Source: an optimization exercise on an open RTL-to-GDS flow (aim: small area). Production flows keep margins and buffers that such runs may drop. In this exercise RTL edits were held to simulation tests only and were not proved equivalent to the original. Power and IR drop assume default switching activity. The flow treats the clock pin as an ideal source, which a real chip does not have.

==> module mips_dmem_responder, before the edit <==
module mips_dmem_responder (
  input  logic        clk,
  input  logic        resetN,
  input  logic        req_valid,
  output logic        req_ready,
  input  logic        req_we,
  input  logic [31:0] req_addr,
  input  logic [31:0] req_wdata,
  input  logic [3:0]  req_be,
  output logic        resp_valid,
  input  logic        resp_ready,
  output logic [31:0] resp_rdata,
  output logic        resp_err
);
  localparam int N     = 64;    
  localparam int WSTEP = 4;     
  localparam int RSTEP = 4;     
  localparam int NW    = N / WSTEP;
  localparam int NR    = (N - 1) / RSTEP + 1;
  logic [1:0] ph;
  logic       idle;
  logic       waiting;
  logic       accept;
  assign idle       = (ph == 2'b00);
  assign waiting    = ph[0];
  assign req_ready  = idle;
  assign resp_valid = (ph == 2'b10);
  assign accept     = req_valid && idle;
  logic st_acc;
  assign st_acc = accept && req_we;
  always_ff @(posedge clk or negedge resetN) begin
    if (!resetN) begin
      ph <= 2'b00;
    end else begin
      case (ph)
        2'b00:   ph <= accept ? 2'b01 : 2'b00;
        2'b01:   ph <= 2'b11;
        2'b11:   ph <= 2'b10;
        default: ph <= resp_ready ? 2'b00 : 2'b10;
      endcase
    end
  end
  logic [5:0] t;
  always_ff @(posedge clk or negedge resetN) begin
    if (!resetN) begin
      t <= 6'd0;
    end else begin
      t <= t + 6'd1;
    end
  end
  logic        req_err;
  logic        req_st;
  assign req_err   = (req_addr[1:0] != 2'b00) || (req_addr[31:8] != 24'd0);
  assign req_st    = req_we && !req_err;
  logic [5:0]  pos_q;     
  logic [3:0]  be_q;
  logic        ld_q;      
  logic        err_q;
  logic        st_q;      
  logic [31:0] dat_q;     
  always_ff @(posedge clk) begin
    if (accept) begin
      be_q  <= req_be;
      ld_q  <= !req_we && !req_err;
      err_q <= req_err;
    end
  end
  always_ff @(posedge clk or negedge resetN) begin
    if (!resetN) begin
      st_q <= 1'b0;
    end else if (accept) begin
      st_q <= req_st;
    end
  end
  assign resp_err   = err_q;
  logic        got;       
  logic [31:0] rval;
  assign resp_rdata = ld_q ? (dat_q | rval) : 32'd0;
  logic [3:0] swept;
  always_ff @(posedge clk or negedge resetN) begin
    if (!resetN) begin
      swept <= 4'b0000;
    end else begin
      swept <= {swept[2:0], 1'b1};
    end
  end
  logic sweep;
  assign sweep = !swept[3];
  logic [N-1:0][31:0] rd;
  logic [N-1:0][31:0] rd_n;
  logic [NW-1:0] wen;
  always_comb begin
    for (int k = 0; k < NW; k++) begin
      wen[k] = st_q && (pos_q == 6'(k * WSTEP));
    end
  end
  logic [NW*4-1:0]        p_c1;
  logic [NW*4-1:0]        p_c2;
  logic [NW-1:0][31:0]    p_next;
  logic [31:0]            dat_n;
  assign dat_n = ~dat_q;
  for (genvar k = 0; k < NW; k++) begin : g_port
    for (genvar i = 0; i < 4; i++) begin : g_lane
      logic wr;
      assign wr = wen[k] && be_q[i];
      if (k % 2 == 0) begin : g_even
        assign p_c1[4*k + i] = wr;
        assign p_c2[4*k + i] = !wr && !sweep;
      end else begin : g_odd
        assign p_c1[4*k + i] = wr || sweep;
        assign p_c2[4*k + i] = !wr;
      end
    end
  end
  logic [NR-1:0] tsel;      
  dmem_ring_ports #(.NP(NW), .NR(NR), .RS(RSTEP)) u_ports (
    .c1    (p_c1),
    .c2    (p_c2),
    .dat   (dat_q),
    .dat_n (dat_n),
    .rd    (rd),
    .tsel  (tsel),
    .tseln (~tsel),
    .wdat  (req_wdata),
    .wsel  ({4{st_acc}} & req_be),
    .next  (p_next),
    .rval  (rval)
  );
  for (genvar q = 0; q < N; q++) begin : g_pos
    if (q % WSTEP == 0) begin : g_port
      assign rd_n[q] = p_next[q / WSTEP];
    end else begin : g_shift
      assign rd_n[q] = rd[(q + N - 1) % N];
    end
  end
  always_ff @(posedge clk) begin
    rd <= rd_n;
  end
  logic [5:0]    apos;
  logic [5:0]    rpos;
  logic [NR-1:0] rsel;
  logic          rhit;
  assign apos = req_addr[7:2] + t;
  assign rpos = idle ? apos : pos_q;
  always_ff @(posedge clk) begin
    pos_q <= (accept ? apos : pos_q) + 6'd1;
  end
  always_comb begin
    rhit = 1'b0;
    for (int k = 0; k < NR; k++) begin
      rsel[k] = (rpos == 6'(k * RSTEP));
      rhit    = rhit || rsel[k];
      tsel[k] = rsel[k] && !st_acc && (idle || !got);
    end
  end
  logic lcap;
  assign lcap = rhit && ld_q && !got && !idle;
  always_ff @(posedge clk) begin
    if (accept || lcap) begin
      dat_q <= rval;
    end
  end
  always_ff @(posedge clk) begin
    if (accept) begin
      got <= rhit;
    end else if (lcap) begin
      got <= 1'b1;
    end
  end
endmodule
==> module dmem_ring_ports, before the edit <==
module dmem_ring_ports #(
  parameter int NP = 16,
  parameter int NR = 16,
  parameter int RS = 4
) (
  input  logic [NP*4-1:0]     c1,
  input  logic [NP*4-1:0]     c2,
  input  logic [31:0]         dat,
  input  logic [31:0]         dat_n,
  input  logic [NP*4-1:0][31:0] rd,
  input  logic [NR-1:0]       tsel,
  input  logic [NR-1:0]       tseln,    
  input  logic [31:0]         wdat,
  input  logic [3:0]          wsel,
  output logic [NP-1:0][31:0] next,
  output logic [31:0]         rval
);
  localparam int N  = NP * 4;
  logic [N-1:0][31:0] rd_n;
  for (genvar k = 0; k < NP; k++) begin : g_port
    for (genvar i = 0; i < 4; i++) begin : g_lane
      if (k % 2 == 0) begin : g_even
        assign next[k][8*i +: 8] = ~((dat[8*i +: 8] & {8{c1[4*k + i]}})
                                   | (rd[(4*k + N - 1) % N][8*i +: 8] & {8{c2[4*k + i]}}));
      end else begin : g_odd
        assign next[k][8*i +: 8] = ~((rd[(4*k + N - 1) % N][8*i +: 8] | {8{c1[4*k + i]}})
                                   & (dat_n[8*i +: 8] | {8{c2[4*k + i]}}));
      end
    end
  end
  for (genvar q = 0; q < N; q++) begin : g_pos
    if (q % 4 == 0) begin : g_port
      assign rd_n[q] = next[q / 4];
    end else begin : g_shift
      assign rd_n[q] = rd[(q + N - 1) % N];
    end
  end
  logic [31:0] wterm;
  assign wterm = wdat & {{8{wsel[3]}}, {8{wsel[2]}}, {8{wsel[1]}}, {8{wsel[0]}}};
  always_comb begin
    rval = wterm;
    for (int k = 0; k < NR; k++) begin
      if (((k * RS) / 4) % 2 == 0) begin
        rval = rval | ~({32{tseln[k]}} | rd_n[k * RS]);
      end else begin
        rval = rval | ({32{tsel[k]}} & rd_n[k * RS]);
      end
    end
  end
endmodule
==> flow/config.mk <==
export PLATFORM = sky130hd
export DESIGN_NAME = mips_dmem_responder
export DESIGN_NICKNAME = mips_dmem_responder
export VERILOG_FILES = /design/flow/design.v
export SDC_FILE = /design/flow/constraint.sdc
export NUM_CORES = 4
export LEC_CHECK = 0
export CAP_MARGIN = 20
export CORE_MARGIN = 2
export CORE_UTILIZATION = 70
export PLACE_DENSITY = 0.8
export SLEW_MARGIN = 20
export SYNTH_HIERARCHICAL = 1
==> flow/constraint.sdc <==
create_clock -name core_clock -period 8.0 [get_ports {clk}]
set_input_delay 1.6000 -clock core_clock [delete_from_list [all_inputs] [get_ports {clk}]]
set_output_delay 1.6000 -clock core_clock [all_outputs]
set_load 0.01 [all_outputs]
standard.sh (not shown) runs the stock make flow with config.mk's settings and CLKGATE_MAP_FILE= SYNTH_SCRIPT=/design/flow/synth_recipe.tcl, a recipe that flattens the netlist after the stock synthesis.
==> flow/flow/run.sh <==
#!/bin/bash
# Layout flow: the standard ORFS flow (standard.sh), with two changes:
#  - clock tree synthesis without dummy loads, with larger sink clusters;
#  - port buffers of the smallest buffer cell (every port still gets one).
# make's full output goes to make_finish.log here; ORFS keeps each step's
# log under orfs/logs/.
set -euo pipefail
bash standard.sh finish \
  "CTS_ARGS=-sink_clustering_enable -repair_clock_nets -dont_use_dummy_load -sink_clustering_size 30 -sink_clustering_max_diameter 70" \
  "BUFFER_PORTS_ARGS=-buffer_cell sky130_fd_sc_hd__buf_1" \
  > make_finish.log 2>&1
Edit:
--- a/flow/design.v
+++ b/flow/design.v
@@ -14,7 +14,7 @@
 );
   localparam int N     = 64;    
   localparam int WSTEP = 4;     
-  localparam int RSTEP = 4;     
+  localparam int RSTEP = 3;     
   localparam int NW    = N / WSTEP;
   localparam int NR    = (N - 1) / RSTEP + 1;
   logic [1:0] ph;
@@ -73,9 +73,7 @@
     end
   end
   assign resp_err   = err_q;
-  logic        got;       
-  logic [31:0] rval;
-  assign resp_rdata = ld_q ? (dat_q | rval) : 32'd0;
+  assign resp_rdata = ld_q ? dat_q : 32'd0;
   logic [3:0] swept;
   always_ff @(posedge clk or negedge resetN) begin
     if (!resetN) begin
@@ -113,7 +111,8 @@
     end
   end
   logic [NR-1:0] tsel;      
-  dmem_ring_ports #(.NP(NW), .NR(NR), .RS(RSTEP)) u_ports (
+  logic [31:0]   rval;
+  dmem_ring_ports #(.NP(NW), .NR(NR)) u_ports (
     .c1    (p_c1),
     .c2    (p_c2),
     .dat   (dat_q),
@@ -150,28 +149,19 @@
     for (int k = 0; k < NR; k++) begin
       rsel[k] = (rpos == 6'(k * RSTEP));
       rhit    = rhit || rsel[k];
-      tsel[k] = rsel[k] && !st_acc && (idle || !got);
-    end
-  end
-  logic lcap;
-  assign lcap = rhit && ld_q && !got && !idle;
-  always_ff @(posedge clk) begin
-    if (accept || lcap) begin
+      tsel[k] = rsel[k] && !st_acc
+                && ((k * RSTEP) % WSTEP == 0 || swept[(k * RSTEP + N - 1) % WSTEP]);
+    end
+  end
+  always_ff @(posedge clk) begin
+    if ((accept && req_we) || (rhit && (accept || (waiting && ld_q)))) begin
       dat_q <= rval;
-    end
-  end
-  always_ff @(posedge clk) begin
-    if (accept) begin
-      got <= rhit;
-    end else if (lcap) begin
-      got <= 1'b1;
     end
   end
 endmodule
 module dmem_ring_ports #(
   parameter int NP = 16,
-  parameter int NR = 16,
-  parameter int RS = 4
+  parameter int NR = 22
 ) (
   input  logic [NP*4-1:0]     c1,
   input  logic [NP*4-1:0]     c2,
@@ -186,6 +176,7 @@
   output logic [31:0]         rval
 );
   localparam int N  = NP * 4;
+  localparam int RS = 3;
   logic [N-1:0][31:0] rd_n;
   for (genvar k = 0; k < NP; k++) begin : g_port
     for (genvar i = 0; i < 4; i++) begin : g_lane
Result: The changed run finished with timing, DRC and antenna clean; count of clock-buffer cells in the layout rises by 1; via count goes up by a few percent; register-to-register slack got worse by 0.73 ns; power rose by a few percent; final area climbs slightly.

-- what the ideal ports hide --
The flow's constraints put no driver on any port. The routed layouts listed below were extracted and timed again, unchanged, in two steps. Step 1: set_driving_cell puts a clkbuf_16 on clk and a buf_2 on each other input, an assumption about the parent block. Step 2, shift: input delay + t, output delay - t, t = (earliest + latest rising clock arrival at the registers) / 2. This alone moves slack from input paths to output paths. Slacks: ideal ports / drivers / drivers and shift; pairs: ideal ports / drivers.
| run | t, ns | setup WS [ns] | hold slack, ns | worst setup path after step 2 | latest minus earliest clock arrival (ns) |
|---|---|---|---|---|---|
| the first run | 0.708 | 0.777 / 0.752 / 0.752 | 0.300 / 0.300 / 0.300 | input to output | 0.038 / 0.039 |
| the second run | 0.717 | 2.764 / 2.812 / 2.095 | 0.281 / 0.281 / 0.281 | input to register | 0.064 / 0.064 |
After both steps every run listed still meets setup and hold. The setup slack of the second run, which loses most, moves by +0.048 ns with the drivers and by -0.669 ns with both steps.
